Source: an optimization exercise on an open RTL-to-GDS flow (aim: small area, a short achievable clock period and few clock cycles per item). Production flows keep margins and buffers that such runs may drop.
Only simulation tests tie the RTL to the original design; equivalence was not proved.
Power and IR drop assume default switching activity.

==> run a: inputs <==
==> flow/design.v <==
`default_nettype none
package rx_phy_pkg;
  localparam logic [7:0] sym_stp = 8'hFB;
  localparam logic [7:0] sym_sdp = 8'h5C;
  localparam logic [7:0] sym_end = 8'hFD;
  localparam logic [7:0] sym_edb = 8'hFE;
endpackage
`default_nettype wire
`timescale 1ns/1ns
`default_nettype none
module rx_symbol_decode (
  input  logic [31:0] data_i,
  input  logic [3:0]  data_k_i,
  output logic [35:0] word_o
);
  always_comb begin
    for (int i = 0; i < 4; i++) begin
      logic [7:0] v;
      logic       s, t, g, f;
      v = data_i[8*i +: 8];
      t = (v == rx_phy_pkg::sym_stp);
      s = t || (v == rx_phy_pkg::sym_sdp);
      g = (v == rx_phy_pkg::sym_end);
      f = s || g || (v == rx_phy_pkg::sym_edb);
      word_o[9*i +: 9] = data_k_i[i] ? {1'b1, v[7:4], t, g, f, s} : {1'b0, v};
    end
  end
endmodule
`default_nettype wire
`timescale 1ns/1ns
`default_nettype none
module rx_data_handler (
  input  logic                  clk_i,
  input  logic                  rst_i,
  input  logic                  phy_link_up_i,
  input  logic                  phy_fifo_empty_i,
  output logic                  phy_fifo_rd_en_o,
  input  logic                  data_valid_i,
  input  logic [31:0]           data_i,
  input  logic [3:0]            data_k_i,
  output logic [31:0]           m_axis_tdata_o,
  output logic [3:0]            m_axis_tkeep_o,
  output logic                  m_axis_tvalid_o,
  output logic                  m_axis_tlast_o,
  output logic [1:0]            m_axis_tuser_o,
  input  logic                  m_axis_tready_i
);
  logic [35:0] word_in;
  rx_symbol_decode i_decode (
    .data_i   (data_i),
    .data_k_i (data_k_i),
    .word_o   (word_in)
  );
  logic [2:0][35:0] b_q;
  logic [2:0]  wp_q, rp_q;
  logic [35:0] w0_q;
  logic [1:0]  wc_q;
  logic        w0v_q;
  logic        rd_ok_q;
  logic        rd_q;
  logic [3:0]  m_q;
  logic        drop_q;
  logic        open_q;
  logic        tlp_q;
  logic [4:0]  hc_q;
  logic [3:0][7:0] acc_q;
  logic [31:0] od_q;
  logic [3:1]  ok_q;
  logic        ol_q;
  logic [1:0]  ou_q;
  logic        ov_q;
  logic            open_n, tlp_n;
  logic [4:0]      hc_n;
  logic [3:0][3:0] tgt;
  logic [3:0]      w_e, w_n;
  logic            emit;
  logic            cut;
  logic [3:0]      rem_m;
  logic [3:1]      e_keep;
  logic            e_last, e_nul, e_tlp;
  logic            quirk;
  logic [3:0]      d, f, s, g, t;
  logic [4:0]      ob, tb;
  logic [4:0][4:0] hb;
  logic [3:0]      ea, eb, em, pay, segn, prior, clash, cutb, go, first;
  logic [4:0]      stopb;
  logic [3:0][3:0] ln;
  logic [3:0]      we_all;
  always_comb begin
    for (int i = 0; i < 4; i++) begin
      d[i] = m_q[i] && !w0_q[9*i+8];
      f[i] = m_q[i] &&  w0_q[9*i+8] && w0_q[9*i+1];
      s[i] = m_q[i] &&  w0_q[9*i+8] && w0_q[9*i];
      g[i] = w0_q[9*i+2];
      t[i] = w0_q[9*i+3];
    end
    ob[0] = open_q;
    hb[0] = hc_q;
    tb[0] = tlp_q;
    for (int i = 0; i < 4; i++) begin
      pay[i]   = d[i] && ob[i];
      ea[i]    = pay[i] && hb[i][4];
      eb[i]    = f[i] && ob[i] && !hb[i][0];
      ln[i]    = ea[i] ? 4'b0001 : hb[i][3:0];
      ob[i+1]  = f[i] ? s[i] : ob[i];
      tb[i+1]  = s[i] ? t[i] : tb[i];
      hb[i+1]  = f[i] ? 5'b00001 : pay[i] ? {ln[i], 1'b0} : hb[i];
    end
    em = ea | eb;
    prior[0] = 1'b0;
    for (int i = 1; i < 4; i++) prior[i] = prior[i-1] || em[i-1];
    segn  = prior | ea;
    first = em & ~prior;
    we_all = '0;
    for (int i = 0; i < 4; i++) begin
      if (pay[i] && !segn[i]) we_all = we_all | ln[i];
    end
    for (int i = 0; i < 4; i++) begin
      clash[i] = pay[i] && segn[i] && ((ln[i] & we_all) != 4'b0000);
      cutb[i]  = (em[i] && prior[i] && !drop_q) || clash[i];
    end
    stopb[0] = 1'b0;
    for (int i = 0; i < 4; i++) stopb[i+1] = stopb[i] || cutb[i];
    go    = ~stopb[4:1];
    cut   = stopb[4];
    rem_m = m_q & stopb[4:1];
    open_n = ob[4];
    hc_n   = hb[4];
    tlp_n  = tb[4];
    for (int i = 3; i >= 0; i--) begin
      if (cutb[i] && !stopb[i]) begin
        open_n = ob[i];
        hc_n   = hb[i];
        tlp_n  = tb[i];
      end
    end
    emit   = em != 4'b0000;
    e_keep = 3'b111;
    e_last = 1'b0;
    e_nul  = 1'b0;
    e_tlp  = tlp_q;
    for (int i = 0; i < 4; i++) begin
      if (first[i]) begin
        e_tlp = tb[i];
        if (eb[i]) begin
          e_keep = {hb[i][4], hb[i][4] | hb[i][3], hb[i][4] | hb[i][3] | hb[i][2]};
          e_last = 1'b1;
          e_nul  = !g[i];
        end
      end
    end
    tgt = '0;
    w_e = '0;
    w_n = '0;
    for (int i = 0; i < 4; i++) begin
      if (pay[i] && (!segn[i] || go[i])) tgt[i] = ln[i];
      if (pay[i] && !segn[i])            w_e = w_e | ln[i];
      if (pay[i] && segn[i] && go[i])    w_n = w_n | ln[i];
    end
  end
  assign quirk = (m_q == 4'b1111) && open_q && hc_q[4] &&
                 !w0_q[8] && w0_q[17] && w0_q[9] && !w0_q[26] && w0_q[35] && w0_q[28];
  logic [3:0][7:0] sel, e_b;
  always_comb begin
    for (int j = 0; j < 4; j++) begin
      sel[j] = '0;
      for (int i = 0; i < 4; i++) begin
        sel[j] = sel[j] | ({8{tgt[i][j]}} & w0_q[9*i +: 8]);
      end
      e_b[j] = w_e[j] ? sel[j] : acc_q[j];
    end
  end
  logic fire, cons;
  always_comb begin
    w0_q = '0;
    for (int k = 0; k < 3; k++) w0_q = w0_q | ({36{rp_q[k]}} & b_q[k]);
  end
  logic [2:0] wc_n;
  assign fire   = w0v_q && (!ov_q || m_axis_tready_i);
  assign cons   = fire && !cut;
  logic [2:0] wc_in, wc_in_rd;
  assign wc_in    = {1'b0, wc_q} + {2'b00, data_valid_i};
  assign wc_in_rd = wc_in + {2'b00, phy_fifo_rd_en_o};
  assign wc_n     = cons ? wc_in - 3'd1 : wc_in;
  assign phy_fifo_rd_en_o = !rst_i && phy_link_up_i && !phy_fifo_empty_i && rd_ok_q;
  always_ff @(posedge clk_i) begin
    if (rst_i) begin
      wc_q    <= 2'd0;
      w0v_q   <= 1'b0;
      wp_q    <= 3'b001;
      rp_q    <= 3'b001;
      rd_q    <= 1'b0;
      rd_ok_q <= 1'b0;
      open_q  <= 1'b0;
      ov_q    <= 1'b0;
    end else begin
      rd_q    <= phy_fifo_rd_en_o;
      wc_q    <= wc_n[1:0];
      w0v_q   <= cons ? (wc_in > 3'd1) : (wc_in != 3'd0);
      if (data_valid_i) wp_q <= {wp_q[1:0], wp_q[2]};
      if (cons)         rp_q <= {rp_q[1:0], rp_q[2]};
      rd_ok_q <= cons ? (wc_in_rd <= 3'd3) : (wc_in_rd <= 3'd2);
      if (fire) begin
        open_q <= open_n;
      end
      ov_q <= (fire && emit) || (ov_q && !m_axis_tready_i);
    end
  end
  always_ff @(posedge clk_i) begin
    for (int k = 0; k < 3; k++) begin
      if (data_valid_i && wp_q[k]) b_q[k] <= word_in;
    end
    if (fire) begin
      tlp_q <= tlp_n;
      hc_q  <= hc_n;
    end
    if (!w0v_q) begin
      m_q    <= 4'b1111;
      drop_q <= 1'b0;
    end else if (fire) begin
      m_q    <= cut ? rem_m : 4'b1111;
      drop_q <= cut && quirk;
    end
    for (int j = 0; j < 4; j++) begin
      if (fire && (w_e[j] || w_n[j])) acc_q[j] <= sel[j];
    end
    if (fire && emit) begin
      od_q <= e_b;
      ok_q <= e_keep;
      ol_q <= e_last;
      ou_q <= {e_nul && e_last, e_tlp};
    end
  end
  assign m_axis_tvalid_o = ov_q;
  assign m_axis_tdata_o  = od_q;
  assign m_axis_tkeep_o  = {ok_q, 1'b1};
  assign m_axis_tlast_o  = ol_q;
  assign m_axis_tuser_o  = ou_q;
endmodule
`default_nettype wire
==> flow/run.sh <==
#!/bin/bash
# synth_recipe.tcl (not shown) runs the flow's synth.tcl, then flattens the netlist and writes it again
# the make line also repeats each setting of config.mk as NAME=value (left out here)
make -C /OpenROAD-flow-scripts/flow DESIGN_CONFIG=/design/flow/config.mk WORK_HOME=/design/flow/orfs CLKGATE_MAP_FILE= SYNTH_SCRIPT=/design/flow/synth_recipe.tcl finish
==> flow/config.mk <==
export PLATFORM = sky130hd
export DESIGN_NAME = rx_data_handler
export DESIGN_NICKNAME = rx_data_handler
export VERILOG_FILES = /design/flow/design.v
export SDC_FILE = /design/flow/constraint.sdc
export NUM_CORES = 4
export LEC_CHECK = 0
export ABC_AREA = 1
export CAP_MARGIN = 20
export CORE_MARGIN = 2
export CORE_UTILIZATION = 40
export CTS_BUF_LIST = sky130_fd_sc_hd__clkbuf_8
export PLACE_DENSITY = 0.6
export SETUP_SLACK_MARGIN = 4.25
export SLEW_MARGIN = 20
==> flow/constraint.sdc <==
create_clock -name core_clock -period 8.0 [get_ports {clk_i}]
set_input_delay 1.6000 -clock core_clock [delete_from_list [all_inputs] [get_ports {clk_i}]]
set_output_delay 1.6000 -clock core_clock [all_outputs]
set_load 0.01 [all_outputs]
==> run b (differences from run a) <==
Settings changed: CORE_UTILIZATION 40 to 50, GPL_TIMING_DRIVEN set to 0, PLACE_DENSITY 0.6 to 0.7, SETUP_SLACK_MARGIN 4.25 to 4.3.
==> run c (differences from run a) <==
==> flow/design.v, changed modules only <==
module rx_data_handler (
  input  logic                  clk_i,
  input  logic                  rst_i,
  input  logic                  phy_link_up_i,
  input  logic                  phy_fifo_empty_i,
  output logic                  phy_fifo_rd_en_o,
  input  logic                  data_valid_i,
  input  logic [31:0]           data_i,
  input  logic [3:0]            data_k_i,
  output logic [31:0]           m_axis_tdata_o,
  output logic [3:0]            m_axis_tkeep_o,
  output logic                  m_axis_tvalid_o,
  output logic                  m_axis_tlast_o,
  output logic [1:0]            m_axis_tuser_o,
  input  logic                  m_axis_tready_i
);
  logic [35:0] word_in;
  rx_symbol_decode i_decode (
    .data_i   (data_i),
    .data_k_i (data_k_i),
    .word_o   (word_in)
  );
  logic [35:0] w0_q, w1_q, w2_q;
  logic [1:0]  wc_q;
  logic        w0v_q;
  logic        rd_ok_q;
  logic        rd_q;
  logic [3:0]  m_q;
  logic        drop_q;
  logic        open_q;
  logic        tlp_q;
  logic [4:0]  hc_q;
  logic [3:0][7:0] acc_q;
  logic [31:0] od_q;
  logic [3:1]  ok_q;
  logic        ol_q;
  logic [1:0]  ou_q;
  logic        ov_q;
  logic            open_n, tlp_n;
  logic [4:0]      hc_n;
  logic [3:0][3:0] tgt;
  logic [3:0]      w_e, w_n;
  logic            emit;
  logic            cut;
  logic [3:0]      rem_m;
  logic [3:1]      e_keep;
  logic            e_last, e_nul, e_tlp;
  logic            quirk;
  logic [3:0]      d, f, s, g, t;
  logic [4:0]      ob, tb;
  logic [4:0][4:0] hb;
  logic [3:0]      ea, eb, em, pay, segn, prior, clash, cutb, go, first;
  logic [4:0]      stopb;
  logic [3:0][3:0] ln;
  logic [3:0]      we_all;
  always_comb begin
    for (int i = 0; i < 4; i++) begin
      d[i] = m_q[i] && !w0_q[9*i+8];
      f[i] = m_q[i] &&  w0_q[9*i+8] && w0_q[9*i+1];
      s[i] = m_q[i] &&  w0_q[9*i+8] && w0_q[9*i];
      g[i] = w0_q[9*i+2];
      t[i] = w0_q[9*i+3];
    end
    ob[0] = open_q;
    hb[0] = hc_q;
    tb[0] = tlp_q;
    for (int i = 0; i < 4; i++) begin
      pay[i]   = d[i] && ob[i];
      ea[i]    = pay[i] && hb[i][4];
      eb[i]    = f[i] && ob[i] && !hb[i][0];
      ln[i]    = ea[i] ? 4'b0001 : hb[i][3:0];
      ob[i+1]  = f[i] ? s[i] : ob[i];
      tb[i+1]  = s[i] ? t[i] : tb[i];
      hb[i+1]  = f[i] ? 5'b00001 : pay[i] ? {ln[i], 1'b0} : hb[i];
    end
    em = ea | eb;
    prior[0] = 1'b0;
    for (int i = 1; i < 4; i++) prior[i] = prior[i-1] || em[i-1];
    segn  = prior | ea;
    first = em & ~prior;
    we_all = '0;
    for (int i = 0; i < 4; i++) begin
      if (pay[i] && !segn[i]) we_all = we_all | ln[i];
    end
    for (int i = 0; i < 4; i++) begin
      clash[i] = pay[i] && segn[i] && ((ln[i] & we_all) != 4'b0000);
      cutb[i]  = (em[i] && prior[i] && !drop_q) || clash[i];
    end
    stopb[0] = 1'b0;
    for (int i = 0; i < 4; i++) stopb[i+1] = stopb[i] || cutb[i];
    go    = ~stopb[4:1];
    cut   = stopb[4];
    rem_m = m_q & stopb[4:1];
    open_n = ob[4];
    hc_n   = hb[4];
    tlp_n  = tb[4];
    for (int i = 3; i >= 0; i--) begin
      if (cutb[i] && !stopb[i]) begin
        open_n = ob[i];
        hc_n   = hb[i];
        tlp_n  = tb[i];
      end
    end
    emit   = (em & go) != 4'b0000;
    e_keep = 3'b111;
    e_last = 1'b0;
    e_nul  = 1'b0;
    e_tlp  = tlp_q;
    for (int i = 0; i < 4; i++) begin
      if (first[i]) begin
        e_tlp = tb[i];
        if (eb[i]) begin
          e_keep = {hb[i][4], hb[i][4] | hb[i][3], hb[i][4] | hb[i][3] | hb[i][2]};
          e_last = 1'b1;
          e_nul  = !g[i];
        end
      end
    end
    tgt = '0;
    w_e = '0;
    w_n = '0;
    for (int i = 0; i < 4; i++) begin
      if (pay[i] && go[i]) begin
        tgt[i] = ln[i];
        if (segn[i]) w_n = w_n | ln[i];
        else         w_e = w_e | ln[i];
      end
    end
  end
  assign quirk = (m_q == 4'b1111) && open_q && hc_q[4] &&
                 !w0_q[8] && w0_q[17] && w0_q[9] && !w0_q[26] && w0_q[35] && w0_q[28];
  logic [3:0][7:0] sel, e_b;
  always_comb begin
    for (int j = 0; j < 4; j++) begin
      sel[j] = '0;
      for (int i = 0; i < 4; i++) begin
        sel[j] = sel[j] | ({8{tgt[i][j]}} & w0_q[9*i +: 8]);
      end
      e_b[j] = w_e[j] ? sel[j] : acc_q[j];
    end
  end
  logic fire, cons;
  logic [1:0] wc_rem;
  logic [2:0] wc_n;
  assign fire   = w0v_q && (!ov_q || m_axis_tready_i);
  assign cons   = fire && !cut;
  assign wc_rem = wc_q - {1'b0, cons};
  assign wc_n   = {1'b0, wc_rem} + {2'b00, data_valid_i};
  assign phy_fifo_rd_en_o = !rst_i && phy_link_up_i && !phy_fifo_empty_i && rd_ok_q;
  always_ff @(posedge clk_i) begin
    if (rst_i) begin
      wc_q    <= 2'd0;
      w0v_q   <= 1'b0;
      rd_q    <= 1'b0;
      rd_ok_q <= 1'b0;
      m_q     <= 4'b1111;
      drop_q  <= 1'b0;
      open_q  <= 1'b0;
      hc_q    <= 5'b00001;
      ov_q    <= 1'b0;
    end else begin
      rd_q    <= phy_fifo_rd_en_o;
      wc_q    <= wc_n[1:0];
      w0v_q   <= (wc_n != 3'd0);
      rd_ok_q <= (wc_n + {2'b00, phy_fifo_rd_en_o}) <= 3'd2;
      if (fire) begin
        open_q <= open_n;
        hc_q   <= hc_n;
        m_q    <= cut ? rem_m : 4'b1111;
        drop_q <= cut && quirk;
      end
      ov_q <= (fire && emit) || (ov_q && !m_axis_tready_i);
    end
  end
  always_ff @(posedge clk_i) begin
    if (cons || !w0v_q) begin
      w0_q <= (wc_rem == 2'd0) ? word_in : w1_q;
    end
    if (cons || wc_q == 2'd1) begin
      w1_q <= (wc_rem == 2'd1) ? word_in : w2_q;
    end
    if (data_valid_i) begin
      w2_q <= word_in;
    end
    if (fire) begin
      tlp_q <= tlp_n;
    end
    for (int j = 0; j < 4; j++) begin
      if (fire && (w_e[j] || w_n[j])) acc_q[j] <= sel[j];
    end
    if (fire && emit) begin
      od_q <= e_b;
      ok_q <= e_keep;
      ol_q <= e_last;
      ou_q <= {e_nul && e_last, e_tlp};
    end
  end
  assign m_axis_tvalid_o = ov_q;
  assign m_axis_tdata_o  = od_q;
  assign m_axis_tkeep_o  = {ok_q, 1'b1};
  assign m_axis_tlast_o  = ol_q;
  assign m_axis_tuser_o  = ou_q;
endmodule
Settings changed: CTS_BUF_LIST sky130_fd_sc_hd__clkbuf_8 to not set, SETUP_SLACK_MARGIN 4.25 to 5.0.
==> notes.md <==
Of run c and run b, run b has the higher worst hold slack (gap 0.0045 ns).
In synthesized area, run b and run a do not differ.
Between run a and run b, the lower clock power is in run a (gap about 1%, measured against run b).
Maximum frequency, highest first: run b, run a, run c.
Sequential cell count is the same in run b and run a.
Final area, highest first: run c, run b, run a.
Of run c and run b, run b has the higher synthesized cell count (gap 0.96%, measured against run b).
The highest clock-buffer cell count belongs to run a, the lowest to run c.
Power: run a < run b < run c.
The lowest critical path depth belongs to run a, the highest to run c.
Testbench counts of run a, summed over its fixed seeds: cycles 34,759, items 32,299.
Testbench counts of run b, summed over its fixed seeds: cycles 34,759, items 32,299.
Testbench counts of run c, summed over its fixed seeds: cycles 34,759, items 32,299.

separate check: timing with driven ports:
Ports are ideal in the flow. The routed layouts listed here were re-timed in OpenROAD.
Step 1, drivers: a clkbuf_16 drives clk_i and a buf_2 each remaining input, both assumed.
Step 2 also shifts input and output timing later by t, the mid clock arrival at the registers, as if the neighbouring blocks saw the same clock.
Three values: ideal, step 1, step 2; two values: the first two.
| run | t, ns | setup slack, ns | worst register clock-pin slew, ns | worst data-port slew with drivers (ns) |
|---|---|---|---|---|
| run a | 0.573 | 4.297 / 4.279 / 4.005 | 0.06 / 0.06 | 0.04 |
| run b | 0.548 | 4.313 / 4.308 / 4.055 | 0.07 / 0.07 | 0.04 |
| run c | 0.484 | 4.024 / 4.024 / 3.797 | 0.08 / 0.08 | 0.06 |
After both steps every run listed still meets setup and hold. For run a, which loses most, drivers alone change the setup slack by -0.018 ns; drivers and shift together by -0.292 ns.
